Background: an optimization exercise with open tools, aiming at small area, a short achievable clock period and few clock cycles per item. Do not read the settings as production practice. Only simulation tests tie the RTL to the original design; equivalence was not proved. Power is estimated from default activity; no workload was simulated.

File: design/flow/constraint.sdc
create_clock -name core_clock -period 8.0 [get_ports {clk}]
set_input_delay 1.6000 -clock core_clock [delete_from_list [all_inputs] [get_ports {clk}]]
set_output_delay 1.6000 -clock core_clock [all_outputs]
set_load 0.01 [all_outputs]
File: design/flow/standard.sh
#!/bin/bash
# synth_recipe.tcl (not shown) runs the flow's synth.tcl, then flattens the netlist and writes it again
# the make line also repeats each setting of config.mk as NAME=value (left out here)
make -C /OpenROAD-flow-scripts/flow DESIGN_CONFIG=/design/flow/config.mk WORK_HOME=/design/flow/orfs CLKGATE_MAP_FILE= SYNTH_SCRIPT=/design/flow/synth_recipe.tcl "${@:-finish}"
File: design/flow/design.v
package iest_pkg;
  localparam logic [1:0] DEV_KBD   = 2'd0;
  localparam logic [1:0] DEV_MOUSE = 2'd1;
  localparam logic [2:0] KIND_DOWN   = 3'd0;
  localparam logic [2:0] KIND_UP     = 3'd1;
  localparam logic [2:0] KIND_CURSOR = 3'd3;
  localparam int CFG_IDX_W  = 2;
  localparam int CFG_DATA_W = 48;
  localparam logic [CFG_IDX_W-1:0] CFG_SIDE = 2'd0;
  localparam logic [CFG_IDX_W-1:0] CFG_VIRT = 2'd1;
  localparam int SIDE_W = 48;
  localparam int VIRT_W = 24;
  localparam int MOD_SIDE  = 6;
  localparam int MOD_SLOTS = 9;
  localparam int MOD_IDX_W = 4;
  localparam int OQ_DEPTH  = 4;
  localparam int OQ_PTR_W  = 2;
  localparam int OQ_CNT_W  = 3;
  localparam int CQ_DEPTH  = 3;
  localparam int CQ_PTR_W  = 2;
  localparam int CQ_CNT_W  = 2;
  localparam int ENT_W = 17;
endpackage
module iest_out_fifo (
  input  logic                         clk,
  input  logic                         rst,
  input  logic                         cq_push,
  input  logic [15:0]                  cq_x,
  input  logic [15:0]                  cq_y,
  output logic                         cq_room,
  input  logic                         slot_v,
  input  logic                         push,
  input  logic [iest_pkg::ENT_W-1:0]   ent,
  output logic                         full,
  output logic                         full_next,
  input  logic [iest_pkg::VIRT_W-1:0]  virt_codes,
  input  logic                         hold_last,
  output logic                         evt_out_valid,
  input  logic                         evt_out_ready,
  output logic                         o_syn,
  output logic [1:0]                   o_dev,
  output logic [2:0]                   o_kind,
  output logic [7:0]                   o_key,
  output logic [2:0]                   o_btn,
  output logic [15:0]                  o_x,
  output logic [15:0]                  o_y,
  output logic                         o_last
);
  localparam int D  = iest_pkg::OQ_DEPTH;
  localparam int DC = iest_pkg::CQ_DEPTH;
  logic [iest_pkg::ENT_W-1:0]    q [D];
  logic [D-1:0]                  wr_ptr;    
  logic [D-1:0]                  rd_ptr;    
  logic [iest_pkg::OQ_CNT_W-1:0] count;
  logic [iest_pkg::OQ_CNT_W-1:0] count_next;
  logic                          phase;    
  logic                          ld;
  logic                          use_head;
  logic                          load;
  logic                          pop;
  logic                          wr;
  logic                          valid_next;
  logic [31:0]                   cq [DC];
  logic [DC-1:0]                 cq_wr;     
  logic [DC-1:0]                 cq_rd;     
  logic [iest_pkg::ENT_W-1:0]    head;
  logic [31:0]                   cq_head;
  logic [iest_pkg::CQ_CNT_W-1:0] cq_cnt;
  logic [iest_pkg::CQ_CNT_W-1:0] cq_cnt_next;
  logic                          cq_pop;
  logic [iest_pkg::ENT_W-1:0] src;
  logic        src_phase;
  logic [1:0]  s_dev;
  logic [2:0]  s_kind;
  logic [7:0]  s_code;
  logic        s_hs;
  logic        s_sd;
  logic [1:0]  s_ss;
  logic        h_hs;
  always_comb begin
    head    = '0;
    cq_head = '0;
    for (int i = 0; i < D; i++)  head    = head    | (q[i]  & {iest_pkg::ENT_W{rd_ptr[i]}});
    for (int i = 0; i < DC; i++) cq_head = cq_head | (cq[i] & {32{cq_rd[i]}});
  end
  assign h_hs = head[3];
  assign ld       = !evt_out_valid || evt_out_ready;
  assign use_head = (count != '0) &&
                    (!hold_last || (!phase && h_hs) || (count != iest_pkg::OQ_CNT_W'(1)));
  assign load     = ld && use_head;
  assign src       = head;
  assign src_phase = phase;
  assign {s_dev, s_kind, s_code, s_hs, s_sd, s_ss} = src;
  assign pop        = load && use_head && (phase || !h_hs);
  assign wr         = push;
  logic [iest_pkg::OQ_CNT_W-1:0] count_inc;
  logic [iest_pkg::OQ_CNT_W-1:0] count_dec;
  assign count_inc  = count + 1'b1;
  assign count_dec  = count - 1'b1;
  assign count_next = (wr == pop) ? count : (wr ? count_inc : count_dec);
  assign valid_next = ld ? use_head : 1'b1;
  assign cq_pop      = load && !src_phase && s_dev == iest_pkg::DEV_MOUSE &&
                       s_kind == iest_pkg::KIND_CURSOR;
  logic [iest_pkg::CQ_CNT_W-1:0] cq_cnt_inc;
  logic [iest_pkg::CQ_CNT_W-1:0] cq_cnt_dec;
  assign cq_cnt_inc  = cq_cnt + 1'b1;
  assign cq_cnt_dec  = cq_cnt - 1'b1;
  assign cq_cnt_next = (cq_push == cq_pop) ? cq_cnt : (cq_push ? cq_cnt_inc : cq_cnt_dec);
  assign full      = count == iest_pkg::OQ_CNT_W'(D);
  assign full_next = (wr == pop) ? full : (wr && count == iest_pkg::OQ_CNT_W'(D - 1));
  logic       c_m1;
  logic       c_0;
  logic       c_p1;
  assign c_m1    = 32'(cq_cnt) <= DC;
  assign c_0     = 32'(cq_cnt) < DC;
  assign c_p1    = 32'(cq_cnt) + 1 < DC;
  assign cq_room = cq_push ? (cq_pop ? c_0 : c_p1) : (cq_pop ? c_m1 : c_0);
  always_ff @(posedge clk) begin
    for (int i = 0; i < D; i++) begin
      if (slot_v && wr_ptr[i]) q[i] <= ent;
    end
    for (int i = 0; i < DC; i++) begin
      if (cq_cnt != iest_pkg::CQ_CNT_W'(DC) && cq_wr[i]) cq[i] <= {cq_x, cq_y};
    end
  end
  always_ff @(posedge clk) begin
    if (rst) begin
      wr_ptr        <= D'(1);
      rd_ptr        <= D'(1);
      count         <= '0;
      phase         <= 1'b0;
      evt_out_valid <= 1'b0;
      cq_wr         <= DC'(1);
      cq_rd         <= DC'(1);
      cq_cnt        <= '0;
      o_x           <= '0;
      o_y           <= '0;
    end else begin
      if (wr)  wr_ptr <= {wr_ptr[D-2:0], wr_ptr[D-1]};
      if (pop) rd_ptr <= {rd_ptr[D-2:0], rd_ptr[D-1]};
      count         <= count_next;
      evt_out_valid <= valid_next;
      if (load) phase <= !phase && h_hs;
      if (cq_push) cq_wr <= {cq_wr[DC-2:0], cq_wr[DC-1]};
      if (cq_pop) begin
        cq_rd <= {cq_rd[DC-2:0], cq_rd[DC-1]};
        {o_x, o_y} <= cq_head;
      end
      cq_cnt <= cq_cnt_next;
    end
  end
  logic [17:0] n_word;
  logic [17:0] o_word;
  logic [7:0]  n_vkey;
  always_comb begin
    case (s_ss)
      2'd0:    n_vkey = virt_codes[7:0];
      2'd1:    n_vkey = virt_codes[15:8];
      default: n_vkey = virt_codes[23:16];
    endcase
    if (!src_phase) begin
      n_word = {1'b0, s_dev, s_kind, s_dev[0] ? 8'd0 : s_code,
                s_dev[0] ? s_code[2:0] : 3'd0, !s_hs};
    end else begin
      n_word = {1'b1, iest_pkg::DEV_KBD, s_sd ? iest_pkg::KIND_DOWN : iest_pkg::KIND_UP,
                n_vkey, 3'd0, 1'b1};
    end
  end
  always_ff @(posedge clk) begin
    if (rst) begin
      o_word <= '0;
    end else if (load) begin
      o_word <= n_word;
    end
  end
  assign {o_syn, o_dev, o_kind, o_key, o_btn, o_last} = o_word;
endmodule
module input_event_state_tracker #(
  parameter int KEY_COUNT    = 256,
  parameter int BUTTON_COUNT = 8
) (
  input  logic                            clk,
  input  logic                            rst,
  input  logic                            cfg_we,
  input  logic [iest_pkg::CFG_IDX_W-1:0]  cfg_index,
  input  logic [iest_pkg::CFG_DATA_W-1:0] cfg_data,
  input  logic                            evt_in_valid,
  output logic                            evt_in_ready,
  input  logic [1:0]                      evt_in_device,
  input  logic [2:0]                      evt_in_kind,
  input  logic [7:0]                      evt_in_key_code,
  input  logic [2:0]                      evt_in_button_index,
  input  logic signed [15:0]              evt_in_pos_x,
  input  logic signed [15:0]              evt_in_pos_y,
  output logic                            evt_out_valid,
  input  logic                            evt_out_ready,
  output logic                            evt_out_synthetic,
  output logic [1:0]                      evt_out_device,
  output logic [2:0]                      evt_out_kind,
  output logic [7:0]                      evt_out_key,
  output logic [2:0]                      evt_out_button,
  output logic signed [15:0]              evt_out_cursor_x,
  output logic signed [15:0]              evt_out_cursor_y,
  output logic                            evt_out_last
);
  localparam int NM = iest_pkg::MOD_SLOTS;
  logic [iest_pkg::SIDE_W-1:0] side_codes;
  logic [iest_pkg::VIRT_W-1:0] virt_codes;
  logic [7:0]                  mod_code [NM];
  logic [255:0]   key_map;
  logic [7:0]     btn_map;
  logic [NM-1:0]  mod_dn;
  logic [2:0]     dirty;
  logic           rdy_q;
  logic           rl_busy;
  logic [3:0]     rl_cnt;
  logic           rl_v;       
  logic [3:0]     rl_i;
  logic [7:0]     rl_key;
  logic           take;
  logic           s0_v;
  logic           s0_rl;
  logic [3:0]     s0_rli;
  logic [1:0]     s0_dev;
  logic [2:0]     s0_kind;
  logic [7:0]     s0_key;
  logic [2:0]     s0_btn;
  logic [15:0]    s0_hhi;     
  logic [15:0]    s0_hlo;     
  logic [7:0]     rd_key;
  logic [15:0]    rd_row;
  logic           s0_bit;
  logic [NM-1:0]  s0_match;
  logic           s1_v;
  logic           s1_rl;
  logic [3:0]     s1_rli;
  logic [1:0]     s1_dev;
  logic [2:0]     s1_kind;
  logic [7:0]     s1_key;
  logic [2:0]     s1_btn;
  logic           s1_bit;
  logic           s1_eq;
  logic [NM-1:0]  s1_match;
  logic [2:0]     s1_sel;
  logic           s1_pk;      
  logic           s1_pm;      
  logic           s1_down;
  logic           s1_anym;    
  logic           w_en;
  logic           w_isk;
  logic [7:0]     w_key;
  logic           w_val;
  logic           w_clr;      
  logic           w_dval;     
  logic           is_kbd;
  logic           is_mouse;
  logic           down;
  logic           map_cur;
  logic           key_cur;
  logic           btn_cur;
  logic           drop;
  logic           key_wr;
  logic           btn_wr;
  logic [NM-1:0]  mod_upd;
  logic [NM-1:0]  mod_next;
  logic           mod_now;
  logic           mod_before;
  logic           slot_hit;
  logic [1:0]     slot;
  logic           syn;
  logic [NM-1:0]  vhit;
  logic [NM-1:0]  vmask [3];
  logic           wb;
  logic [1:0]     wb_slot;
  logic           push;
  logic [7:0]     code;
  logic           q_full_next;
  logic           q_full;
  logic           stuck1;     
  logic           stuck0;     
  logic           s1_go;      
  logic           cq_room;
  logic           cq_push;
  always_comb begin
    for (int i = 0; i < NM; i++) begin
      if (i < iest_pkg::MOD_SIDE) mod_code[i] = side_codes[8*i +: 8];
      else                        mod_code[i] = virt_codes[8*(i-iest_pkg::MOD_SIDE) +: 8];
    end
  end
  assign evt_in_ready = rdy_q;
  assign take         = evt_in_valid && rdy_q;
  assign rd_key       = rl_v ? rl_key : evt_in_key_code;
  assign stuck1       = s1_v && q_full;
  assign stuck0       = stuck1 && s0_v;
  assign s1_go        = s1_v && !q_full;
  assign cq_push      = take && evt_in_device == iest_pkg::DEV_MOUSE &&
                        evt_in_kind == iest_pkg::KIND_CURSOR;
  always_ff @(posedge clk) begin
    if (rst) begin
      rdy_q   <= 1'b0;
      rl_busy <= 1'b0;
      rl_cnt  <= '0;
      rl_v    <= 1'b0;
      s0_v    <= 1'b0;
      s0_rl   <= 1'b0;
    end else begin
      rdy_q <= !cfg_we && !rl_busy && !rl_v && cq_room &&
               !((take || stuck0) && (stuck1 || s0_v) && q_full_next);
      rl_v  <= rl_busy && !cfg_we;
      if (cfg_we) begin
        rl_busy <= 1'b1;
        rl_cnt  <= '0;
      end else if (rl_busy) begin
        if (rl_cnt == 4'(NM - 1)) rl_busy <= 1'b0;
        rl_cnt <= rl_cnt + 4'd1;
      end
      s0_v  <= (take || stuck0) && !cfg_we;
      s0_rl <= rl_v && !cfg_we;
    end
  end
  always_ff @(posedge clk) begin
    rl_i    <= rl_cnt;
    rl_key  <= mod_code[rl_cnt];
    if (!stuck0) begin
      s0_rli  <= rl_i;
      s0_dev  <= evt_in_device;
      s0_kind <= evt_in_kind;
      s0_key  <= rd_key;
      for (int j = 0; j < 16; j++) begin
        s0_hhi[j] <= rd_key[7:4] == 4'(j);
        s0_hlo[j] <= rd_key[3:0] == 4'(j);
      end
      s0_btn  <= evt_in_button_index;
    end
  end
  always_comb begin
    for (int j = 0; j < 16; j++) rd_row[j] = (key_map[16*j +: 16] & s0_hlo) != '0;
  end
  assign s0_bit = (w_en && w_key == s0_key) ? w_val : ((rd_row & s0_hhi) != '0);
  always_comb begin
    for (int j = 0; j < NM; j++) s0_match[j] = s0_key == mod_code[j];
  end
  always_ff @(posedge clk) begin
    if (rst) begin
      s1_v  <= 1'b0;
      s1_rl <= 1'b0;
    end else begin
      s1_v  <= (stuck1 || s0_v) && !cfg_we;
      s1_rl <= s0_rl && !cfg_we;
    end
  end
  always_ff @(posedge clk) begin
    if (stuck1) begin
      s1_bit   <= map_cur;
    end else begin
      s1_rli   <= s0_rli;
      s1_dev   <= s0_dev;
      s1_kind  <= s0_kind;
      s1_key   <= s0_key;
      s1_btn   <= s0_btn;
      s1_bit   <= s0_bit;
      s1_eq    <= s0_key == s1_key;
      s1_match <= s0_match;
      s1_anym  <= s0_match != '0;
      s1_pk    <= s0_dev == iest_pkg::DEV_KBD && s0_kind[2:1] == 2'b00;
      s1_pm    <= s0_dev == iest_pkg::DEV_MOUSE && s0_kind[2:1] == 2'b00;
      s1_down  <= !s0_kind[0];
      s1_sel[0] <= s0_match[0] || s0_match[1];
      s1_sel[1] <= !(s0_match[0] || s0_match[1]) && (s0_match[2] || s0_match[3]);
      s1_sel[2] <= !(s0_match[0] || s0_match[1] || s0_match[2] || s0_match[3]) &&
                   (s0_match[4] || s0_match[5]);
    end
  end
  assign is_kbd   = s1_dev == iest_pkg::DEV_KBD;
  assign is_mouse = s1_dev == iest_pkg::DEV_MOUSE;
  assign down     = s1_down;
  assign map_cur  = (s1_eq && w_isk) ? w_val : s1_bit;
  assign key_cur  = s1_anym ? ((s1_match & mod_dn) != '0) : map_cur;
  assign btn_cur  = btn_map[s1_btn];
  assign drop     = (s1_pk && key_cur == down) || (s1_pm && btn_cur == down);
  assign key_wr   = s1_go && s1_pk && key_cur != down;
  assign btn_wr   = s1_go && s1_pm && btn_cur != down;
  assign slot_hit = s1_sel != '0;
  assign slot     = s1_sel[1] ? 2'd1 : (s1_sel[2] ? 2'd2 : 2'd0);
  always_comb begin
    for (int j = 0; j < NM; j++) mod_upd[j] = s1_match[j] ? down : mod_dn[j];
  end
  always_comb begin
    mod_now    = 1'b0;
    mod_before = 1'b0;
    vhit       = '0;
    for (int i = 0; i < 3; i++) begin
      if (s1_sel[i]) begin
        mod_now    = mod_upd[2*i] || mod_upd[2*i+1];
        mod_before = mod_upd[iest_pkg::MOD_SIDE+i];
        vhit       = vmask[i];
      end
    end
  end
  assign syn = key_wr && syn_if_wr;
  logic          syn_if_wr;
  logic [NM-1:0] mod_alt;
  assign syn_if_wr = slot_hit && (mod_now != mod_before);
  always_comb begin
    for (int j = 0; j < NM; j++) begin
      mod_alt[j]  = (syn_if_wr && vhit[j]) ? mod_now : mod_upd[j];
      mod_next[j] = key_wr ? mod_alt[j] : mod_dn[j];
    end
  end
  assign wb      = !key_wr && (dirty != '0);
  assign wb_slot = dirty[0] ? 2'd0 : (dirty[1] ? 2'd1 : 2'd2);
  assign push = s1_go && !drop;
  assign code = is_kbd ? s1_key : (is_mouse ? {5'd0, s1_btn} : 8'd0);
  always_ff @(posedge clk) begin
    if (rst) begin
      btn_map <= '0;
      mod_dn  <= '0;
      dirty   <= '0;
      for (int i = 0; i < 3; i++) vmask[i] <= '1;
      w_en    <= 1'b0;
      w_isk   <= 1'b0;
      w_clr   <= 1'b1;
      w_dval  <= 1'b0;
    end else begin
      w_clr   <= 1'b0;
      w_dval  <= key_wr ? down : mod_dn[iest_pkg::MOD_SIDE + 32'(wb_slot)];
      if (btn_wr) btn_map[s1_btn] <= down;
      if (s1_rl) begin
        mod_dn[s1_rli] <= map_cur;
        for (int i = 0; i < 3; i++) begin
          if (s1_rli == 4'(iest_pkg::MOD_SIDE + i)) vmask[i] <= s1_match;
        end
      end else begin
        mod_dn <= mod_next;
      end
      w_en  <= key_wr || wb;
      w_isk <= key_wr;
      if (syn) begin
        dirty[slot] <= 1'b1;
      end else if (wb) begin
        dirty[wb_slot] <= 1'b0;
      end
    end
  end
  always_ff @(posedge clk) begin
    if (key_wr) begin
      w_key <= s1_key;
      w_val <= down;
    end else begin
      w_key <= mod_code[iest_pkg::MOD_SIDE + 32'(wb_slot)];
      w_val <= mod_dn[iest_pkg::MOD_SIDE + 32'(wb_slot)];
    end
  end
  logic [15:0] hi_sel;
  logic [15:0] lo_sel;
  always_comb begin
    for (int j = 0; j < 16; j++) begin
      hi_sel[j] = w_clr || (w_en && w_key[7:4] == 4'(j));
      lo_sel[j] = w_clr || (w_key[3:0] == 4'(j));
    end
  end
  always_ff @(posedge clk) begin
    for (int i = 0; i < 256; i++) begin
      if (hi_sel[i/16] && lo_sel[i%16]) key_map[i] <= w_dval;
    end
  end
  always_ff @(posedge clk) begin
    if (rst) begin
      side_codes <= '0;
      virt_codes <= '0;
    end else if (cfg_we) begin
      if (cfg_index == iest_pkg::CFG_SIDE) side_codes <= cfg_data[iest_pkg::SIDE_W-1:0];
      if (cfg_index == iest_pkg::CFG_VIRT) virt_codes <= cfg_data[iest_pkg::VIRT_W-1:0];
    end
  end
  iest_out_fifo u_out_fifo (
    .clk           (clk),
    .rst           (rst),
    .cq_push       (cq_push),
    .cq_x          (evt_in_pos_x),
    .cq_y          (evt_in_pos_y),
    .cq_room       (cq_room),
    .slot_v        (s1_go),
    .push          (push),
    .ent           ({s1_dev, s1_kind, code, syn, mod_now, slot}),
    .full          (q_full),
    .full_next     (q_full_next),
    .virt_codes    (virt_codes),
    .hold_last     (dirty != '0),
    .evt_out_valid (evt_out_valid),
    .evt_out_ready (evt_out_ready),
    .o_syn         (evt_out_synthetic),
    .o_dev         (evt_out_device),
    .o_kind        (evt_out_kind),
    .o_key         (evt_out_key),
    .o_btn         (evt_out_button),
    .o_x           (evt_out_cursor_x),
    .o_y           (evt_out_cursor_y),
    .o_last        (evt_out_last)
  );
endmodule
File: design/flow/config.mk
export PLATFORM = sky130hd
export DESIGN_NAME = input_event_state_tracker
export DESIGN_NICKNAME = input_event_state_tracker
export VERILOG_FILES = /design/flow/design.v
export SDC_FILE = /design/flow/constraint.sdc
export NUM_CORES = 4
export LEC_CHECK = 0
export ABC_CLOCK_PERIOD_IN_PS = 2500
export CAP_MARGIN = 20
export CORE_MARGIN = 2
export CORE_UTILIZATION = 60
export CTS_CLUSTER_DIAMETER = 80
export CTS_CLUSTER_SIZE = 25
export PLACE_DENSITY = 0.75
export SETUP_SLACK_MARGIN = 5
export SLEW_MARGIN = 20
File: design/flow/flow/run.sh
#!/bin/bash
set -euo pipefail
MARGIN=${MARGIN:-5.65}
bash standard.sh SETUP_SLACK_MARGIN=$MARGIN finish > standard.log 2>&1
==> results of run 1 <==
per-layer routing:
metal / track usage [%] / part of all wire (%) / up-vias
met4: 10.7 / 3.5 / 4
met3: 6.95 / 12 / 218
met1: 42.8 / 38 / 10900
met5: 0 / 0.030 / -
met2: 50.4 / 47 / 1343
li1: - / - / 9897
stage by stage:
stage	area (µm²)	hold WS (ns)	total power [W]	util, %	instances
detailed placement	32500	0.404	0.00530	64.9	3296
finish	35400	0.427	0.00765	70.7	3470
global route	35400	0.436	0.00788	70.7	3470
CTS	34600	0.427	0.00757	69.2	3437
floorplan	30500	0.329	0.00494	-	2608
global placement	32500	0.406	0.00527	64.8	3296
cell families after synthesis:
logic type,share of synthesized area (%)
AO/OA/AOI/OAI,13.2
flip-flops,65.3
buffers and inverters,2.82
multiplexers,2.35
adder cells (fa/ha/maj),0.804
AND/OR/NAND/NOR,12.6
XOR/XNOR,2.89
registers in the layout, summed over array words and instances, names as in the netlist, 8 cells and up:
| register | cells |
|---|---|
| s0_hhi | 16 |
| u_out_fifo.o_y | 16 |
| s0_hlo | 16 |
| rl_key | 8 |
| key_map | 256 |
| mod_dn | 9 |
| virt_codes | 24 |
| u_out_fifo.q | 68 |
| side_codes | 48 |
| u_out_fifo.cq | 96 |
| s1_match | 9 |
| vmask | 27 |
| s1_key | 8 |
| btn_map | 8 |
| u_out_fifo.o_x | 16 |
| u_out_fifo.o_word | 18 |
| w_key | 8 |
| s0_key | 8 |
how the worst min path moves through the flow:
stage,end,slack [ns],cells past startpoint
after CTS,s0_rli[0],0.43,0
after floorplan,rl_i[2],0.33,0
after global placement,s0_rli[0],0.41,0
after global routing,s1_btn[2],0.44,0
final,s0_rli[0],0.43,0
after detailed placement,s0_rli[0],0.40,0
layout make-up:
type	instances	area, µm²
sequential	736	19900
clock buffer	55	1040
fill	3519	14700
clock inverter	14	146
multi-input combinational	1655	10200
timing repair buffer	305	3080
inverter	33	136
tap	672	841
power breakdown:
| part | switching (W) | total, W | internal (W) |
|---|---|---|---|
| clock | 0.00124 | 0.00218 | 0.000943 |
| combinational | 0.000587 | 0.00108 | 0.000498 |
| sequential | 0.000176 | 0.00438 | 0.00421 |
| total | 0.00200 | 0.00765 | 0.00565 |
placed cells by master, fill, tap and decap left out, types with 8 or more instances in the layout:
cell	instances
a31oi_1	24
xnor2_1	93
nand2b_1	12
nand3_1	50
dfxtp_1	166
ha_1	13
a221oi_1	52
nor2b_1	10
nand4_1	46
o21ai_0	54
edfxtp_1	509
clkdlybuf4s50_1	91
mux2i_1	54
clkbuf_16	44
a22o_1	57
inv_1	31
clkbuf_1	16
a211oi_2	18
a21boi_0	8
a22oi_1	80
dfxtp_2	53
buf_4	110
and2_1	17
a222oi_1	41
buf_6	75
nor2_1	416
a211oi_1	29
a21oi_1	134
buf_12	8
dfxtp_4	8
nand2_1	287
timing repair:
action	in CTS	in global routing
setup endpoints to repair	445	216
gates cloned	6	7
pin swaps	18	52
resized for setup	389	93
setup buffers	66	26
==> impl_metrics.json, run 1 <==
{
  "antenna_cells": 0,
  "clock.fmax_mhz": 369,
  "critPathArrivalTime_ns": 1.11,
  "initial_core_util_pct": 60.6,
  "path_class": "register to primary output",
  "first_pass_iters": 8,
  "grt_max_degree": 145,
  "portBuffers": 154,
  "die-area_um2": 52400,
  "critical_path.top_delay_family": "flip-flops",
  "drt_iter0_markers": 3140,
  "yosysTopAreaCell": "edfxtp_1",
  "reg2reg_to": "u_out_fifo.cq_cnt[1]",
  "synth_top_area_share_pct": 50.4,
  "grt_pass1_vias": 21400,
  "ys_seq_area_share_pct": 65.3,
  "post-route-min-period_ns": 2.71,
  "drv_slew": 0,
  "synthesis.nets": 2728,
  "worstPathCellList": "buf_6",
  "wl_per_cell_um": 24.7,
  "drive_above_1_share_pct": 15.4,
  "wl_um": 85800,
  "crit_path_start": "u_out_fifo.o_word[0]",
  "crit_slowest_cell": "dfxtp_4",
  "ys_warn_count": 8,
  "powerDensity_nw_per_um2": 216,
  "synthCells": 2608,
  "ys_seq_elements": 736,
  "cts_made_buffers": 38,
  "setup_ws_ns": 5.29,
  "status": "finished clean",
  "ant_nets": 0,
  "grt_first_pass_wirelength_um": 126000,
  "post-place-ws_ns": 3.55,
  "row_count": 82,
  "clkLatencyLatePin_ns": 0.61,
  "synth_area_um2": 30300,
  "yosysMostFrequentCell": "edfxtp_1",
  "area_delta_synth_final_pct": 16.7,
  "reg2reg_slack_ns": 5.47,
  "cts-root-buf": "clkbuf_16",
  "setup_viol": 0,
  "path_clk_slew_ns": 0.10,
  "grt_antenna_before_repair": 2,
  "hold_path_class": "register to register",
  "overflow": 0,
  "worst_setup_path_end_kind": "primary output",
  "p_leak_nw": 12.4,
  "ys_top_cells_by_count": "509 x edfxtp_1, 420 x nor2_1, 289 x nand2_1, 227 x dfxtp_1, 154 x clkbuf_1",
  "ys.flop_type": "edfxtp_1",
  "drc": 0,
  "grt_usage_pct": 31.4,
  "cts_max_level": 2,
  "clock_sinks": 736,
  "reg2regPathDepth": 9,
  "ir_worst_vdd_mv": 0.176,
  "gp_congestion": 0.916,
  "core_area_um2": 50100,
  "syn_avg_cell_area_um2": 11.6,
  "slew_headroom_pct": 32.1,
  "async_reset_ff_share_pct": 0,
  "finClkSkew_ns": 0.0406,
  "rsz0062_at_grt": "true",
  "critical_path_required_ns": 6.40,
  "pin_count": 155,
  "synthDistinctLibCells": 72,
  "crit_path_max_fanout": 2,
  "synthTopCellsByArea": "edfxtp_1 50%, dfxtp_1 15%, nor2_1 5.2%",
  "finalHoldViolations": 0,
  "r2r_start": "u_out_fifo.count[0]",
  "die_h_um": 229,
  "tns_ns": 0,
  "fin_crit_sh_pct": 33.8,
  "clock_path_buffers": 3,
  "via_per_inst": 6.44,
  "cts_tree": "yes",
  "worstMarginPinSlew_ns": 1.02,
  "die_w_um": 229,
  "path_buf_inv": 1,
  "crit_end": "evt_out_last",
  "fin_nets": 2889,
  "synth_edf_count": 509,
  "cap_violations": 0,
  "vias": 22400,
  "start_kind": "register",
  "dp_hpwl_um": 49900,
  "hold_start": "rl_i[0]",
  "slowest_delay_ns": 0.38,
  "cts_hold_buf": 0,
  "crit_cells": 1
}
Testbench counts, summed over its fixed seeds: cycles 24,365, items 24,000.
==> run 2, diff against run 1 <==
==> design/flow/flow/run.sh (replaced) <==
#!/bin/bash
set -euo pipefail
MARGIN=${MARGIN:-5.5}
bash standard.sh SETUP_SLACK_MARGIN=$MARGIN finish > standard.log 2>&1
==> run 2 against run 1 <==
Against the previous run:
- area after synthesis did not move
- synthesized cell count did not move
- non-clock buffer count fell by 36
- critical path depth did not move
==> impl_metrics.json, run 2 <==
{
  "cts_tree": "yes",
  "critical_path.top_delay_family": "flip-flops",
  "reg2regPathDepth": 8,
  "clkLatencyLatePin_ns": 0.60,
  "top_regs": "key_map x256, u_out_fifo.cq x96, u_out_fifo.q x68",
  "cts_made_buffers": 37,
  "synthTopCellsByArea": "edfxtp_1 50%, dfxtp_1 15%, nor2_1 5.2%",
  "ys.flop_type": "edfxtp_1",
  "fin_nets": 2855,
  "ys_seq_area_share_pct": 65.3,
  "slowest_delay_ns": 0.40,
  "cts-root-buf": "clkbuf_16",
  "synthesis.nets": 2728,
  "synthCells": 2608,
  "ant_nets": 0,
  "ir_worst_vdd_mv": 0.186,
  "die-area_um2": 52400,
  "die_w_um": 229,
  "first_pass_iters": 9,
  "final_cell_mix": "509 x edfxtp_1, 419 x nor2_1, 286 x nand2_1, 166 x dfxtp_1, 133 x a21oi_1",
  "drc": 0,
  "final_core_util_pct": 69.3,
  "gp_congestion": 0.935,
  "finClkSkew_ns": 0.0160,
  "initial_core_util_pct": 60.6,
  "final_common_cell": "edfxtp_1",
  "cap_violations": 0,
  "wl_um": 84800,
  "hold_path_class": "register to register",
  "synthDistinctLibCells": 72,
  "area_delta_synth_final_pct": 14.4,
  "synth_area_um2": 30300,
  "start_kind": "register",
  "tns_ns": 0,
  "drt_iter0_markers": 2904,
  "crit_cells": 1,
  "drv_slew": 0,
  "p_leak_nw": 12.1,
  "yosysTopAreaCell": "edfxtp_1",
  "clock.fmax_mhz": 371,
  "cts_hold_buf": 0,
  "post-route-min-period_ns": 2.70,
  "ys_seq_elements": 736,
  "clock_path_buffers": 3,
  "grt_max_degree": 153,
  "regMostFlops": "key_map",
  "grt_usage_pct": 31.9,
  "wl_per_cell_um": 24.7,
  "dp_hpwl_um": 51100,
  "status": "finished clean",
  "row_count": 82,
  "syn_avg_cell_area_um2": 11.6,
  "portBuffers": 154,
  "yosysMostFrequentCell": "edfxtp_1",
  "overflow": 0,
  "path_class": "register to primary output",
  "pin_count": 155,
  "grt_pass1_vias": 21800,
  "antenna_cells": 0,
  "critical_path_required_ns": 6.40,
  "crit_slowest_cell": "dfxtp_4",
  "clock_sinks": 736,
  "path_buf_inv": 1,
  "synth_top_area_share_pct": 50.4,
  "core_area_um2": 50100,
  "grt_first_pass_wirelength_um": 128000,
  "ys_warn_count": 8,
  "async_reset_ff_share_pct": 0,
  "ys_top_cells_by_count": "509 x edfxtp_1, 420 x nor2_1, 289 x nand2_1, 227 x dfxtp_1, 154 x clkbuf_1",
  "finalHoldViolations": 0,
  "vias": 22300,
  "rsz0062_at_grt": "true",
  "powerDensity_nw_per_um2": 219,
  "fin_crit_sh_pct": 33.7,
  "critPathArrivalTime_ns": 1.10,
  "slew_headroom_pct": 33.8,
  "cts_max_level": 2,
  "grt_antenna_before_repair": 2,
  "via_per_inst": 6.49,
  "path_clk_slew_ns": 0.09,
  "worstMarginPinSlew_ns": 0.992,
  "crit_path_max_fanout": 2,
  "synth_edf_count": 509,
  "die_h_um": 229,
  "largest_reg_flops": 256,
  "setup_viol": 0,
  "drive_above_1_share_pct": 12.4,
  "hold_depth": 0,
  "worstPathCellList": "buf_6",
  "worst_setup_path_end_kind": "primary output"
}
-- run 2: cell type report --
| class | instances | area [µm²] |
|---|---|---|
| Clock buffer | 57 | 1060 |
| Timing Repair Buffer | 269 | 2670 |
| Sequential cell | 736 | 19900 |
| Timing Repair inverter | 1 | 8.76 |
| Multi-Input combinational cell | 1657 | 9960 |
| Clock inverter | 11 | 111 |
| Fill cell | 3649 | 15300 |
| Inverter | 33 | 149 |
| Tap cell | 672 | 841 |
-- run 2: logic make-up after synthesis --
group	Yosys count	synth area share (%)
and+or+nand+nor	899	12.6
buffers and inverters	220	2.82
xor gates and xnor gates	100	2.89
adders and majority gates	20	0.804
DFF	736	65.3
AOI/OAI and AO/OA	566	13.2
muxes	67	2.35
-- run 2: what timing repair did --
action	4_1_cts	5_1_grt
cloned	8	1
setup buffers	51	11
pin swaps	11	6
setup endpoints to repair	322	197
gates resized for setup	366	27
-- run 2: worst paths after layout --
| path | startpoint | end | slack [ns] |
|---|---|---|---|
| min reg2reg | rl_i[3] | s0_rli[3] | 0.42 |
| min | rl_i[3] | s0_rli[3] | 0.42 |
| max reg2reg | u_out_fifo.rd_ptr[3] | u_out_fifo.cq_cnt[1] | 5.46 |
| max | rdy_q | evt_in_ready | 5.30 |
-- run 2: per-layer routing --
metal / wire [µm] / track usage (%) / vias to the layer above
li1: - / - / 9831
met1: 32100 / 43.2 / 10800
met2: 39700 / 51.1 / 1401
met3: 9860 / 7.04 / 236
met4: 3120 / 11.3 / 4
met5: 22 / 0 / -
-- run 2: where the power goes --
group | internal, W | switching [W] | leakage (nW)
Combinational | 0.000453 | 0.000567 | 4.58
Clock | 0.000984 | 0.00122 | 0.568
Sequential | 0.00421 | 0.000174 | 6.93
-- run 2: metrics by stage --
step | cells | instance area [µm²] | worst slack [ns] | hold slack [ns] | power (W)
final | 3436 | 34700 | 5.30 | 0.417 | 0.00760
after floorplan | 2608 | 30500 | 5.02 | 0.329 | 0.00494
after global placement | 3296 | 32400 | 3.57 | 0.401 | 0.00527
after CTS | 3424 | 34500 | 5.28 | 0.419 | 0.00757
after detailed placement | 3297 | 32500 | 3.58 | 0.397 | 0.00530
after global routing | 3436 | 34700 | 5.28 | 0.428 | 0.00782
==> run 3, diff against run 2 <==
--- a/design/flow/config.mk
+++ b/design/flow/config.mk
@@ -8,9 +8,9 @@
 export ABC_CLOCK_PERIOD_IN_PS = 2500
 export CAP_MARGIN = 20
 export CORE_MARGIN = 2
-export CORE_UTILIZATION = 60
+export CORE_UTILIZATION = 75
 export CTS_CLUSTER_DIAMETER = 80
 export CTS_CLUSTER_SIZE = 25
-export PLACE_DENSITY = 0.75
+export PLACE_DENSITY = 0.85
 export SETUP_SLACK_MARGIN = 5
 export SLEW_MARGIN = 20
==> run 3 against run 2 <==
Against the previous run:
- still clean
- combinational power is 7% higher
- final cell count is 3.5% lower
- hold slack got worse by 0.0017 ns
- wire length rose by 7.7%
- non-clock buffer count is 30 higher
==> impl_metrics.json, run 3 <==
{
  "ant_nets": 0,
  "clkLatencyLatePin_ns": 0.60,
  "drt_iter0_markers": 3528,
  "post-place-ws_ns": 3.56,
  "ir_worst_vdd_mv": 0.235,
  "fin_nets": 2881,
  "grt_antenna_before_repair": 3,
  "cts_made_buffers": 35,
  "cts_max_level": 2,
  "regMostFlops": "key_map",
  "clock_sinks": 736,
  "finalHoldViolations": 0,
  "cts-root-buf": "clkbuf_16",
  "setup_viol": 0,
  "ys_top_cells_by_count": "509 x edfxtp_1, 420 x nor2_1, 289 x nand2_1, 227 x dfxtp_1, 154 x clkbuf_1",
  "wl_per_cell_um": 27.5,
  "wl_um": 91300,
  "drc": 0,
  "synth_area_um2": 30300,
  "critical_path_required_ns": 6.40,
  "gp_congestion": 0.965,
  "fin_crit_sh_pct": 33.6,
  "worstPathCellList": "buf_6",
  "worst_setup_path_end_kind": "primary output",
  "met1_length_um": 29900,
  "yosysTopAreaCell": "edfxtp_1",
  "ys_seq_elements": 736,
  "synthesis.nets": 2728,
  "worstMarginPinSlew_ns": 1.10,
  "powerDensity_nw_per_um2": 216,
  "slew_headroom_pct": 26.8,
  "path_buf_inv": 1,
  "synthCells": 2608,
  "ys.flop_type": "edfxtp_1",
  "synth_top_area_share_pct": 50.4,
  "path_clk_slew_ns": 0.10,
  "first_pass_iters": 11,
  "critPathArrivalTime_ns": 1.09,
  "dp_hpwl_um": 51100,
  "p_leak_nw": 12.2,
  "final_core_util_pct": 87.0,
  "synthDistinctLibCells": 72,
  "drv_slew": 0,
  "start_kind": "register",
  "portBuffers": 154,
  "clock_path_buffers": 3,
  "syn_avg_cell_area_um2": 11.6,
  "vias": 23600,
  "clock.fmax_mhz": 372,
  "multi_input_area_um2": 9990,
  "grt_max_degree": 145,
  "tns_ns": 0,
  "rsz0062_at_grt": "true",
  "crit_path_max_fanout": 2,
  "pin_count": 155,
  "die_w_um": 205,
  "grt_first_pass_wirelength_um": 132000,
  "cap_violations": 0,
  "ff_latch_area_um2": 19900,
  "ys_warn_count": 8,
  "met2_length_um": 43300,
  "highest_layer": "met4",
  "fillers": 1841,
  "finClkSkew_ns": 0.0269,
  "async_reset_ff_share_pct": 0,
  "setup_ws_ns": 5.31,
  "area_delta_synth_final_pct": 14.2,
  "path_class": "register to primary output",
  "route.met3.wl_um": 11500,
  "via_per_inst": 7.11,
  "row_count": 73,
  "initial_core_util_pct": 76.2,
  "post-route-min-period_ns": 2.69,
  "synthTopCellsByArea": "edfxtp_1 50%, dfxtp_1 15%, nor2_1 5.2%",
  "die_h_um": 205,
  "cts_tree": "yes",
  "final_common_cell": "edfxtp_1",
  "overflow": 0,
  "critical_path.top_delay_family": "flip-flops",
  "grt_pass1_vias": 22600,
  "crit_slowest_cell": "dfxtp_4",
  "final_cell_mix": "509 x edfxtp_1, 420 x nor2_1, 287 x nand2_1, 171 x dfxtp_1, 130 x a21oi_1",
  "largest_reg_flops": 256,
  "core_area_um2": 39800,
  "hold_path_class": "register to register",
  "yosysMostFrequentCell": "edfxtp_1",
  "top_regs": "key_map x256, u_out_fifo.cq x96, u_out_fifo.q x68",
  "slowest_delay_ns": 0.38,
  "ys_seq_area_share_pct": 65.3,
  "synth_edf_count": 509,
  "p_total_w": 0.00748,
  "status": "finished clean",
  "drive_above_1_share_pct": 13.2,
  "grt_usage_pct": 42.6,
  "die-area_um2": 42100
}
[run 3: cell counts after synthesis]
Identical to the previous run, type by type.
[run 3: per-stage QoR]
| stage | cells | hold slack, ns | cell area [µm²] |
|---|---|---|---|
| 2_1_floorplan | 2608 | 0.329 | 30500 |
| 3_3_place_gp | 3145 | 0.392 | 32200 |
| 3_5_place_dp | 3146 | 0.394 | 32300 |
| 4_1_cts | 3284 | 0.417 | 34200 |
| 5_1_grt | 3315 | 0.432 | 34600 |
| 6_report | 3316 | 0.415 | 34600 |
[run 3: final timing paths]
check | slack [ns] | cells after the start | endpoint | startpoint
worst min-delay path | 0.42 | 0 | s0_rli[3] | rl_i[3]
worst max register to register | 5.40 | 8 | u_out_fifo.cq_cnt[1] | u_out_fifo.count[2]
worst min register to register | 0.42 | 0 | s0_rli[3] | rl_i[3]
worst max-delay path | 5.31 | 1 | evt_out_last | u_out_fifo.o_word[0]
[run 3: area by class of cell]
type / count / area share [%]
Antenna cell: 3 / 0.0217
Clock buffer: 59 / 2.88
Clock inverter: 5 / 0.123
Inverter: 33 / 0.397
Multi-Input combinational cell: 1656 / 28.8
Sequential cell: 736 / 57.5
Tap cell: 525 / 1.90
Timing Repair Buffer: 299 / 8.39
[run 3: what timing repair did]
action | in CTS | in global routing
gates resized for setup | 361 | 36
endpoints found under the setup margin | 269 | 163
buffers inserted | 68 | 28
cloned | 6 | 1
hold buffers | 0 | 0
pin swaps | 8 | 8
[run 3: per-layer routing]
metal | global-route usage, % | vias to the layer above
met5 | 0.595 | -
met4 | 27.4 | 0
met3 | 10.2 | 509
met1 | 51.3 | 11200
li1 | - | 9884
met2 | 69.1 | 1933
[run 3: cells by family after synthesis]
kind of cell	Yosys count	share of synthesized area, %
AOI/OAI and AO/OA	566	13.2
muxes	67	2.35
adders and majority gates	20	0.804
DFF	736	65.3
xor gates and xnor gates	100	2.89
buffers and inverters	220	2.82
and+or+nand+nor	899	12.6
[run 3: power breakdown]
group	leakage [nW]	total (W)	switching, W	internal [W]
registers	6.93	0.00435	0.000145	0.00421
logic	4.77	0.00109	0.000631	0.000462
clock network	0.501	0.00204	0.00117	0.000873
total	12.2	0.00748	0.00194	0.00554
==> run 4, diff against run 3 <==
--- a/design/flow/design.v
+++ b/design/flow/design.v
@@ -228,6 +228,7 @@
   logic [15:0]    s0_hhi;     
   logic [15:0]    s0_hlo;     
   logic [7:0]     rd_key;
+  logic [7:0]     s0_key_n;
   logic [15:0]    rd_row;
   logic           s0_bit;
   logic [NM-1:0]  s0_match;
@@ -290,6 +291,7 @@
   assign evt_in_ready = rdy_q;
   assign take         = evt_in_valid && rdy_q;
   assign rd_key       = rl_v ? rl_key : evt_in_key_code;
+  assign s0_key_n     = stuck0 ? s0_key : rd_key;
   assign stuck1       = s1_v && q_full;
   assign stuck0       = stuck1 && s0_v;
   assign s1_go        = s1_v && !q_full;
@@ -326,12 +328,12 @@
       s0_dev  <= evt_in_device;
       s0_kind <= evt_in_kind;
       s0_key  <= rd_key;
-      for (int j = 0; j < 16; j++) begin
-        s0_hhi[j] <= rd_key[7:4] == 4'(j);
-        s0_hlo[j] <= rd_key[3:0] == 4'(j);
-      end
       s0_btn  <= evt_in_button_index;
     end
+    for (int j = 0; j < 16; j++) begin
+      s0_hhi[j] <= s0_key_n[7:4] == 4'(j);
+      s0_hlo[j] <= s0_key_n[3:0] == 4'(j);
+    end
   end
   always_comb begin
     for (int j = 0; j < 16; j++) rd_row[j] = (key_map[16*j +: 16] & s0_hlo) != '0;
--- a/design/flow/config.mk
+++ b/design/flow/config.mk
@@ -8,9 +8,10 @@
 export ABC_CLOCK_PERIOD_IN_PS = 2500
 export CAP_MARGIN = 20
 export CORE_MARGIN = 2
-export CORE_UTILIZATION = 75
+export CORE_UTILIZATION = 60
 export CTS_CLUSTER_DIAMETER = 80
 export CTS_CLUSTER_SIZE = 25
-export PLACE_DENSITY = 0.85
+export PLACE_DENSITY = 0.75
 export SETUP_SLACK_MARGIN = 5
 export SLEW_MARGIN = 20
+export TNS_END_PERCENT = 5
==> run 4 against run 3 <==
Against the previous run:
- synthesized cell count up 1.3%
- final cell count up 4.1%
- still clean on timing, DRC and antenna
- non-clock buffer count down 43
- total power down 2.3%
- sequential power down 0.9%
- combinational power down about 20%
- largest cell class unchanged
==> impl_metrics.json, run 4 <==
{
  "cts_max_level": 2,
  "grt_usage_pct": 30.4,
  "yosysMostFrequentCell": "edfxtp_1",
  "synthesis.nets": 2763,
  "stdcell_count": 3453,
  "met3_usage_pct": 6.29,
  "tns_ns": 0,
  "finClkSkew_ns": 0.0262,
  "synth_xor_xnor_area_share_pct": 2.95,
  "worstMarginPinSlew_ns": 1.01,
  "ant_nets": 0,
  "final_cell_mix": "469 x edfxtp_1, 426 x nor2_1, 305 x nand2_1, 201 x dfxtp_1, 149 x a21oi_1",
  "ys_seq_elements": 736,
  "busiest_layer": "met2",
  "final_core_util_pct": 68.2,
  "fin_crit_sh_pct": 34.0,
  "ff_latch_area_um2": 19500,
  "syn_avg_cell_area_um2": 11.4,
  "ys_warn_count": 8,
  "clock_path_buffers": 3,
  "slew_headroom_pct": 32.4,
  "r2r_start": "dirty[1]",
  "critical_path_required_ns": 8.47,
  "cts_tree": "yes",
  "critical_path.top_delay_family": "simple AND/OR/NAND/NOR gates",
  "dp.cells": 3336,
  "die-area_um2": 52200,
  "start_kind": "primary input",
  "grt_first_pass_wirelength_um": 122000,
  "gp_congestion": 0.916,
  "clkLatencyLatePin_ns": 0.61,
  "initial_core_util_pct": 60.5,
  "drc": 0,
  "cts_made_buffers": 37,
  "rsz0062_at_grt": "true",
  "worst_setup_path_end_kind": "register",
  "slowest_delay_ns": 0.69,
  "ys_seq_area_share_pct": 64.2,
  "worstPathCellList": "clkdlybuf4s50_1, nand3b_1, nand2_1, a21oi_1",
  "portBuffers": 154,
  "hold_path_class": "register to register",
  "grt_use_met1_pct": 41.3,
  "fin_nets": 2871,
  "ir_worst_vdd_mv": 0.162,
  "hold_start": "s0_rli[2]",
  "regMostFlops": "key_map",
  "via_per_inst": 6.37,
  "synth_top_area_share_pct": 46.6,
  "top_regs": "key_map x256, u_out_fifo.cq x96, u_out_fifo.q x68",
  "overflow": 0,
  "die_h_um": 229,
  "wl_um": 81300,
  "core_area_um2": 50000,
  "grt_max_degree": 146,
  "post-route-min-period_ns": 2.72,
  "pin_count": 155,
  "final_common_cell": "edfxtp_1",
  "finalHoldViolations": 0,
  "setup_viol": 0,
  "path_clk_slew_ns": 0.10,
  "synthAdderAreaFrac_pct": 0.736,
  "cap_violations": 0,
  "ys.flop_type": "edfxtp_1",
  "crit_path_max_fanout": 12,
  "async_reset_ff_share_pct": 0,
  "yosysTopAreaCell": "edfxtp_1",
  "p_leak_nw": 11.9,
  "met2_usage_pct": 49.0,
  "grt_pass1_vias": 21100,
  "clock.fmax_mhz": 367,
  "path_buf_inv": 1,
  "grt_antenna_before_repair": 4,
  "path_class": "primary input to register",
  "crit_path_start": "cfg_index[1]",
  "reg2reg_slack_ns": 5.51,
  "synth_top_family_by_area": "simple AND/OR/NAND/NOR gates",
  "drt_iter0_markers": 2564,
  "row_count": 82,
  "synth-simple-area-share_pct": 13.3,
  "cts-root-buf": "clkbuf_16",
  "synth.mux.area_fraction_pct": 2.25,
  "die_w_um": 229,
  "first_pass_iters": 6,
  "synth_edf_count": 469,
  "synth_compound_gate_area_share_pct": 13.3,
  "wl_per_cell_um": 23.5,
  "area_delta_synth_final_pct": 12.6,
  "critPathArrivalTime_ns": 3.19,
  "drive_above_1_share_pct": 12.8,
  "multi_input_area_um2": 10100,
  "ys_top_cells_by_count": "469 x edfxtp_1, 428 x nor2_1, 307 x nand2_1, 267 x dfxtp_1, 166 x a21oi_1",
  "cts_hold_buf": 0,
  "drv_slew": 0,
  "finalHoldWorstSlack_ns": 0.429,
  "synth_area_um2": 30200,
  "status": "finished clean",
  "fillers": 3653,
  "dp_hpwl_um": 50300,
  "synthTopCellsByArea": "edfxtp_1 47%, dfxtp_1 18%, nor2_1 5.3%",
  "clock_sinks": 736,
  "largest_reg_flops": 256,
  "synthDistinctLibCells": 81,
  "synthCells": 2643,
  "crit_slowest_cell": "nand3b_1",
  "vias": 22000,
  "powerDensity_nw_per_um2": 215
}
run 4: cell types whose count changed in the layout (fill, tap and decap cells not counted), moves of 19 or more:
| cell | delta |
|---|---|
| buf_4 | -40 |
| edfxtp_1 | -40 |
| dfxtp_1 | +30 |
| buf_2 | +28 |
| buf_6 | -26 |
| a21oi_1 | +19 |
run 4: timing repair:
action	in CTS	in global routing
setup endpoints to repair	243	317
gates cloned	4	0
pin swaps	5	10
resized for setup	328	57
setup buffers	19	25
run 4: cell type report:
cell class / instances / share of cell area [%]
sequential: 736 / 57.4
multi-input combinational: 1690 / 29.7
timing repair buffer: 256 / 6.85
clock buffer: 58 / 3.04
tap: 672 / 2.47
inverter: 30 / 0.331
clock inverter: 9 / 0.268
antenna: 2 / 0.0147
run 4: cell families (layout without fill, tap and decap cells):
group	after synthesis	count (layout)
and+or+nand+nor	945	946
DFF	736	736
AOI/OAI and AO/OA	562	563
buffers and inverters	219	353
xor gates and xnor gates	101	101
muxes	62	62
adders and majority gates	18	18
other	0	2
run 4: routing by layer:
metal | vias up | part of all wire [%]
met4 | 6 | 3.0
met5 | - | 0.047
met2 | 1259 | 47
met1 | 10700 | 39
met3 | 174 | 11
li1 | 9850 | -
run 4: through the flow:
step                total power (W)  cell area (µm²)  setup WS (ns)
floorplan                   0.00487            30200           4.97
global placement            0.00515            32200           4.06
detailed placement          0.00518            32200           3.99
CTS                         0.00729            33600           5.31
global route                0.00755            34100           5.29
finish                      0.00731            34100           5.28
run 4: report_power, final:
| group | switching, W | internal [W] | total (W) |
|---|---|---|---|
| clock network | 0.00121 | 0.000926 | 0.00213 |
| logic | 0.000510 | 0.000358 | 0.000868 |
| registers | 0.000145 | 0.00416 | 0.00431 |
| total | 0.00186 | 0.00544 | 0.00731 |
run 4: worst paths after layout:
| check | end | cells after the start |
|---|---|---|
| max | virt_codes[19] | 4 |
| min | s1_rli[2] | 0 |
| max reg2reg | rdy_q | 7 |
| min reg2reg | s1_rli[2] | 0 |
run 4: worst register-to-register path: cells and delay by family, from the launching register on:
kind / cells / cell delay [ns]
AOI/OAI and AO/OA: 3 / 0.87
buffers and inverters: 1 / 0.14
DFF: 1 / 0.82
and+or+nand+nor: 2 / 0.24
adders and majority gates: 1 / 0.32
Testbench counts of run 4, summed over its fixed seeds: cycles 24,365, items 24,000.
==> run 5, diff against run 4 <==
==> design/flow/flow/run.sh (replaced) <==
#!/bin/bash
set -euo pipefail
MARGIN=${MARGIN:-5.5}
bash standard.sh SETUP_SLACK_MARGIN=$MARGIN \
  "BUFFER_PORTS_ARGS=-buffer_cell sky130_fd_sc_hd__buf_2" finish > standard.log 2>&1
--- a/design/flow/config.mk
+++ b/design/flow/config.mk
@@ -11,7 +11,6 @@
 export CORE_UTILIZATION = 60
 export CTS_CLUSTER_DIAMETER = 80
 export CTS_CLUSTER_SIZE = 25
-export PLACE_DENSITY = 0.75
+export PLACE_DENSITY = 0.85
 export SETUP_SLACK_MARGIN = 5
 export SLEW_MARGIN = 20
-export TNS_END_PERCENT = 5
==> run 5 against run 4 <==
Against the previous run:
- critical path depth shrank 3
- highest routed layer unchanged
- still clean on timing, DRC and antenna
- maximum frequency rose by 0.65%
- synthesized cell count stayed put
- clock power about the same
- die area is the same
- clock skew grew 0.013 ns
- largest cell class unchanged
==> impl_metrics.json, run 5 <==
{
  "status": "finished clean",
  "path_clk_slew_ns": 0.10,
  "drv_slew": 0,
  "synth_area_um2": 30200,
  "ys.flop_type": "edfxtp_1",
  "grt_first_pass_wirelength_um": 124000,
  "top_regs": "key_map x256, u_out_fifo.cq x96, u_out_fifo.q x68",
  "cts_hold_buf": 0,
  "die-area_um2": 52200,
  "fin_crit_sh_pct": 33.8,
  "cts_max_level": 2,
  "final_common_cell": "edfxtp_1",
  "cap_violations": 0,
  "dp_hpwl_um": 50300,
  "wl_um": 83400,
  "powerDensity_nw_per_um2": 219,
  "finalHoldViolations": 0,
  "hold_depth": 0,
  "clock.fmax_mhz": 370,
  "gp_congestion": 0.956,
  "worstPathCellList": "buf_6",
  "drt_iter0_markers": 3348,
  "critical_path.top_delay_family": "flip-flops",
  "critical_path_required_ns": 6.40,
  "yosysTopAreaCell": "edfxtp_1",
  "crit_cells": 1,
  "ys_warn_count": 8,
  "cts-root-buf": "clkbuf_16",
  "ir_worst_vdd_mv": 0.169,
  "clock_path_buffers": 3,
  "setup_viol": 0,
  "overflow": 0,
  "ys_top_cells_by_count": "469 x edfxtp_1, 428 x nor2_1, 307 x nand2_1, 267 x dfxtp_1, 166 x a21oi_1",
  "rsz0062_at_grt": "true",
  "worst_setup_path_end_kind": "primary output",
  "vias": 22500,
  "die_h_um": 229,
  "portBuffers": 154,
  "reg2regPathDepth": 7,
  "setup_ws_ns": 5.30,
  "area_delta_synth_final_pct": 11.2,
  "first_pass_iters": 9,
  "grt_pass1_vias": 21400,
  "die_w_um": 229,
  "drc": 0,
  "regMostFlops": "key_map",
  "synthDistinctLibCells": 81,
  "synthTopCellsByArea": "edfxtp_1 47%, dfxtp_1 18%, nor2_1 5.3%",
  "clock_sinks": 736,
  "ant_nets": 0,
  "synthCells": 2643,
  "path_buf_inv": 1,
  "finClkSkew_ns": 0.0389,
  "largest_reg_flops": 256,
  "grt_max_degree": 159,
  "met3_usage_pct": 6.18,
  "crit_path_max_fanout": 2,
  "start_kind": "register",
  "tns_ns": 0,
  "initial_core_util_pct": 60.5,
  "post-route-min-period_ns": 2.70,
  "synth_top_area_share_pct": 46.6,
  "synth_edf_count": 469,
  "path_class": "register to primary output",
  "slew_headroom_pct": 34.7,
  "ys_seq_elements": 736,
  "crit_slowest_cell": "dfxtp_4",
  "row_count": 82,
  "via_per_inst": 6.55,
  "cts_tree": "yes",
  "fin_nets": 2855,
  "slowest_delay_ns": 0.39,
  "clkLatencyLatePin_ns": 0.60,
  "met2_usage_pct": 48.9,
  "grt_use_met1_pct": 40.9,
  "synthesis.nets": 2763,
  "yosysMostFrequentCell": "edfxtp_1",
  "async_reset_ff_share_pct": 0,
  "core_area_um2": 50000,
  "critPathArrivalTime_ns": 1.10,
  "pin_count": 155,
  "ys_seq_area_share_pct": 64.2,
  "finalHoldWorstSlack_ns": 0.427,
  "worstMarginPinSlew_ns": 0.979,
  "grt_usage_pct": 30.7,
  "hold_path_class": "register to register",
  "syn_avg_cell_area_um2": 11.4,
  "grt_antenna_before_repair": 8,
  "post-place-ws_ns": 4.34,
  "busiest_layer": "met2",
  "final_cell_mix": "469 x edfxtp_1, 426 x nor2_1, 306 x nand2_1, 189 x dfxtp_1, 148 x a21oi_1",
  "wl_per_cell_um": 24.3,
  "drive_above_1_share_pct": 16.2,
  "p_leak_nw": 11.8,
  "cts_made_buffers": 37
}
-- run 5: cell counts after synthesis --
Identical to the previous run, type by type.
-- run 5: per-stage QoR --
step                      instance area (µm²)  cells  utilization, %  power (W)
after floorplan                         30400   2643               -    0.00488
after CTS                               33200   3404            66.4    0.00727
after detailed placement                31400   3321            62.9    0.00513
final                                   33600   3436            67.3    0.00738
after global placement                  31400   3321            62.8    0.00509
after global routing                    33600   3436            67.3    0.00759
-- run 5: repair_timing --
item	CTS	global route
gates cloned	0	2
endpoints found under the setup margin	202	209
gates resized for setup	144	41
setup buffers	16	29
pin swaps	5	10
-- run 5: worst paths after layout --
check	startpoint	end	slack, ns
min	rl_i[2]	s0_rli[2]	0.43
max reg2reg	u_out_fifo.rd_ptr[0]	u_out_fifo.cq_cnt[1]	5.52
min reg2reg	rl_i[2]	s0_rli[2]	0.43
max	rdy_q	evt_in_ready	5.30
-- run 5: layout make-up --
type	instances	area (µm²)
clock inverter	8	119
fill	3404	16300
timing repair buffer	241	1840
antenna	1	2.50
clock buffer	59	1030
tap	672	841
inverter	30	130
multi-input combinational	1689	10100
sequential	736	19600
-- run 5: per-layer routing --
| layer | routed length [µm] | up-vias |
|---|---|---|
| met1 | 30500 | 10800 |
| met3 | 9810 | 328 |
| met4 | 4040 | 14 |
| li1 | - | 9822 |
| met5 | 86 | - |
| met2 | 38900 | 1549 |
-- run 5: logic make-up after synthesis --
kind of cell | Yosys count | synth area share, %
AOI/OAI and AO/OA | 562 | 13.3
DFF | 736 | 64.2
adders and majority gates | 18 | 0.736
xor gates and xnor gates | 101 | 2.95
and+or+nand+nor | 945 | 13.3
muxes | 62 | 2.25
buffers and inverters | 219 | 3.24
-- run 5: power breakdown --
| group | internal (W) | leakage, nW | switching [W] |
|---|---|---|---|
| sequential | 0.00416 | 6.79 | 0.000173 |
| clock | 0.000952 | 0.549 | 0.00121 |
| combinational | 0.000358 | 4.43 | 0.000529 |
| total | 0.00547 | 11.8 | 0.00191 |
==> run 6, diff against run 5 <==
--- a/design/flow/config.mk
+++ b/design/flow/config.mk
@@ -11,6 +11,6 @@
 export CORE_UTILIZATION = 60
 export CTS_CLUSTER_DIAMETER = 80
 export CTS_CLUSTER_SIZE = 25
-export PLACE_DENSITY = 0.85
+export PLACE_DENSITY = 0.75
 export SETUP_SLACK_MARGIN = 5
 export SLEW_MARGIN = 20
==> run 6 against run 5 <==
Against the previous run:
- synthesized cell count stayed put
- count of clock-buffer cells in the layout is 2 lower
- via count is 2.6% lower
- clock power is 4% higher
- clock skew is 0.017 ns lower
- total power is 0.38% higher
- setup slack better by 0.036 ns
- area after synthesis stayed put
- design area is 0.86% higher
- wire length is 1.9% lower
- flip-flop and latch count stayed put
- critical endpoint is now evt_out_device[1]
- largest cell class unchanged
- highest routed layer unchanged
==> impl_metrics.json, run 6 <==
{
  "status": "finished clean",
  "powerDensity_nw_per_um2": 218,
  "start_kind": "register",
  "p_total_w": 0.00741,
  "synthTopCellsByArea": "edfxtp_1 47%, dfxtp_1 18%, nor2_1 5.3%",
  "clock_path_buffers": 3,
  "yosysMostFrequentCell": "edfxtp_1",
  "slowest_delay_ns": 0.36,
  "die_h_um": 229,
  "critical_path.top_delay_family": "flip-flops",
  "post-route-min-period_ns": 2.67,
  "p_seq_share_pct": 58.2,
  "drive_above_1_share_pct": 16.8,
  "clkLatencyLatePin_ns": 0.60,
  "synth_area_um2": 30200,
  "final_cell_mix": "469 x edfxtp_1, 427 x nor2_1, 303 x nand2_1, 200 x dfxtp_1, 148 x a21oi_1",
  "crit_slowest_cell": "dfxtp_2",
  "crit_path_max_fanout": 2,
  "critical_path_required_ns": 6.40,
  "finalHoldWorstSlack_ns": 0.405,
  "worstPathCellList": "buf_6",
  "path_class": "register to primary output",
  "clock_power_share_pct": 30.2,
  "ys_top_cells_by_count": "469 x edfxtp_1, 428 x nor2_1, 307 x nand2_1, 267 x dfxtp_1, 166 x a21oi_1",
  "die-area_um2": 52200,
  "drv_slew": 0,
  "synthDistinctLibCells": 81,
  "path_buf_inv": 1,
  "async_reset_ff_share_pct": 0,
  "grt_first_pass_wirelength_um": 124000,
  "cts_made_buffers": 38,
  "p_sw_w": 0.00190,
  "slew_headroom_pct": 30.7,
  "pin_count": 155,
  "synthesis.nets": 2763,
  "vias": 21900,
  "final_common_cell": "edfxtp_1",
  "initial_core_util_pct": 60.5,
  "wl_per_cell_um": 23.7,
  "hold_path_class": "register to register",
  "portBuffers": 154,
  "stdcell_area_um2": 33900,
  "first_pass_iters": 6,
  "drc": 0,
  "clock.fmax_mhz": 375,
  "grt_pass1_vias": 21300,
  "path_clk_slew_ns": 0.10,
  "dp_hpwl_um": 50100,
  "setup_viol": 0,
  "grt_usage_pct": 30.5,
  "tns_ns": 0,
  "core_area_um2": 50000,
  "syn_avg_cell_area_um2": 11.4,
  "grt_antenna_before_repair": 15,
  "p_int_w": 0.00551,
  "worst_setup_path_end_kind": "primary output",
  "synthCells": 2643,
  "critPathArrivalTime_ns": 1.07,
  "row_count": 82,
  "ys.flop_type": "edfxtp_1",
  "ys_warn_count": 8,
  "ys_seq_area_share_pct": 64.2,
  "pwr-share-comb_pct": 11.6,
  "via_per_inst": 6.34,
  "fin_crit_sh_pct": 33.4,
  "cts_tree": "yes",
  "final_core_util_pct": 67.9,
  "grt_max_degree": 131,
  "fin_nets": 2869,
  "clock_sinks": 736,
  "rsz0062_at_grt": "true",
  "die_w_um": 229,
  "gp_congestion": 0.931,
  "cts-root-buf": "clkbuf_16",
  "largest_reg_flops": 256,
  "overflow": 0,
  "regMostFlops": "key_map",
  "p_leak_nw": 11.9,
  "finClkSkew_ns": 0.0217,
  "ir_worst_vdd_mv": 0.212,
  "ant_nets": 0,
  "synth_top_area_share_pct": 46.6,
  "finalHoldViolations": 0,
  "synth_edf_count": 469,
  "top_regs": "key_map x256, u_out_fifo.cq x96, u_out_fifo.q x68",
  "yosysTopAreaCell": "edfxtp_1",
  "cap_violations": 0,
  "ys_seq_elements": 736,
  "wl_um": 81800,
  "area_delta_synth_final_pct": 12.2,
  "place_area_um2": 31500,
  "drt_iter0_markers": 2732,
  "cts_max_level": 2,
  "p_sw_share_pct": 25.6,
  "worstMarginPinSlew_ns": 1.04
}
[run 6: power groups by stage]
stage,Clock [W],Sequential (W),Combinational [W]
finish,0.00224,0.00431,0.000859
CTS,0.00225,0.00431,0.000818
global placement,0,0.00437,0.000718
detailed placement,0,0.00438,0.000745
global route,0.00238,0.00433,0.000930
floorplan,0,0.00431,0.000570
[run 6: cell families after synthesis]
group           share of synthesized area (%)
mux                                      2.25
flops                                    64.2
compound gates                           13.3
buf+inv                                  3.24
fa+ha+maj                               0.736
simple gates                             13.3
xor+xnor                                 2.95
[run 6: final cells by class]
type                       instances  area [µm²]
tap                              672         841
clock buffer                      57        1040
inverter                          30         126
antenna                            6        15.0
clock inverter                    11         168
multi-input combinational       1690       10200
fill                            3671       16000
sequential                       736       19500
timing repair buffer             253        2010
[run 6: layer usage]
layer / part of all wire (%) / wire, µm / track usage, % / vias to the layer above
li1: - / - / - / 9875
met3: 11 / 8800 / 7.62 / 196
met2: 47 / 38500 / 49.1 / 1124
met1: 39 / 31700 / 40.6 / 10700
met4: 3.2 / 2650 / 10.7 / 18
met5: 0.13 / 106 / 0 / -
[run 6: path summary, 6_finish.rpt]
check / start / to / slack, ns / cells after the start
max: u_out_fifo.o_word[16] / evt_out_device[1] / 5.33 / 1
min: rl_i[0] / s0_rli[0] / 0.40 / 0
max reg2reg: s0_hlo[4] / s1_bit / 5.44 / 8
min reg2reg: rl_i[0] / s0_rli[0] / 0.40 / 0
[run 6: what timing repair did]
item                       4_1_cts  5_1_grt
pin swaps                        8       17
setup endpoints to repair      200      247
cloned                           1        2
buffers inserted                14       30
gates resized for setup        159       36
hold endpoints to repair         0        0
hold buffers                     0        0
[run 6: through the flow]
step / setup WS (ns) / cells
6_report: 5.33 / 3455
5_1_grt: 5.30 / 3452
4_1_cts: 5.31 / 3416
3_5_place_dp: 4.21 / 3333
3_3_place_gp: 4.25 / 3332
2_1_floorplan: 5.15 / 2643

[re-timing with driven ports]
No port has a modelled driver above. Below, the same layouts with a new extraction and two added sets of constraints.
Step 1 sets driving cells, clkbuf_16 on the clock port and buf_2 on the other inputs (assumed; they add their load-dependent delay and slew).
Step 2 also shifts input and output timing later by t, the mid clock arrival at the registers, as if the neighbouring blocks saw the same clock.
Slacks: ideal / step 1 / step 2; pairs: ideal / step 1.
run | t (ns) | setup slack, ns | hold slack, ns | worst setup path after step 2 | slew at the worst register clock pin (ns)
run 1 | 0.655 | 5.292 / 5.231 / 4.735 | 0.427 / 0.427 / 0.427 | input to register | 0.10 / 0.10
run 2 | 0.653 | 5.303 / 5.239 / 4.778 | 0.417 / 0.417 / 0.417 | input to register | 0.10 / 0.10
run 3 | 0.649 | 5.314 / 5.253 / 4.778 | 0.415 / 0.415 / 0.415 | input to register | 0.11 / 0.11
run 4 | 0.654 | 5.278 / 5.267 / 4.664 | 0.429 / 0.429 / 0.429 | input to register | 0.10 / 0.10
run 5 | 0.649 | 5.295 / 5.234 / 4.872 | 0.427 / 0.427 / 0.427 | input to register | 0.11 / 0.11
run 6 | 0.651 | 5.331 / 5.270 / 4.808 | 0.405 / 0.405 / 0.405 | input to register | 0.10 / 0.10
After both steps setup and hold are still met in every run listed. For run 4, which loses most, drivers alone change the setup slack by -0.011 ns; drivers and shift together by -0.614 ns.
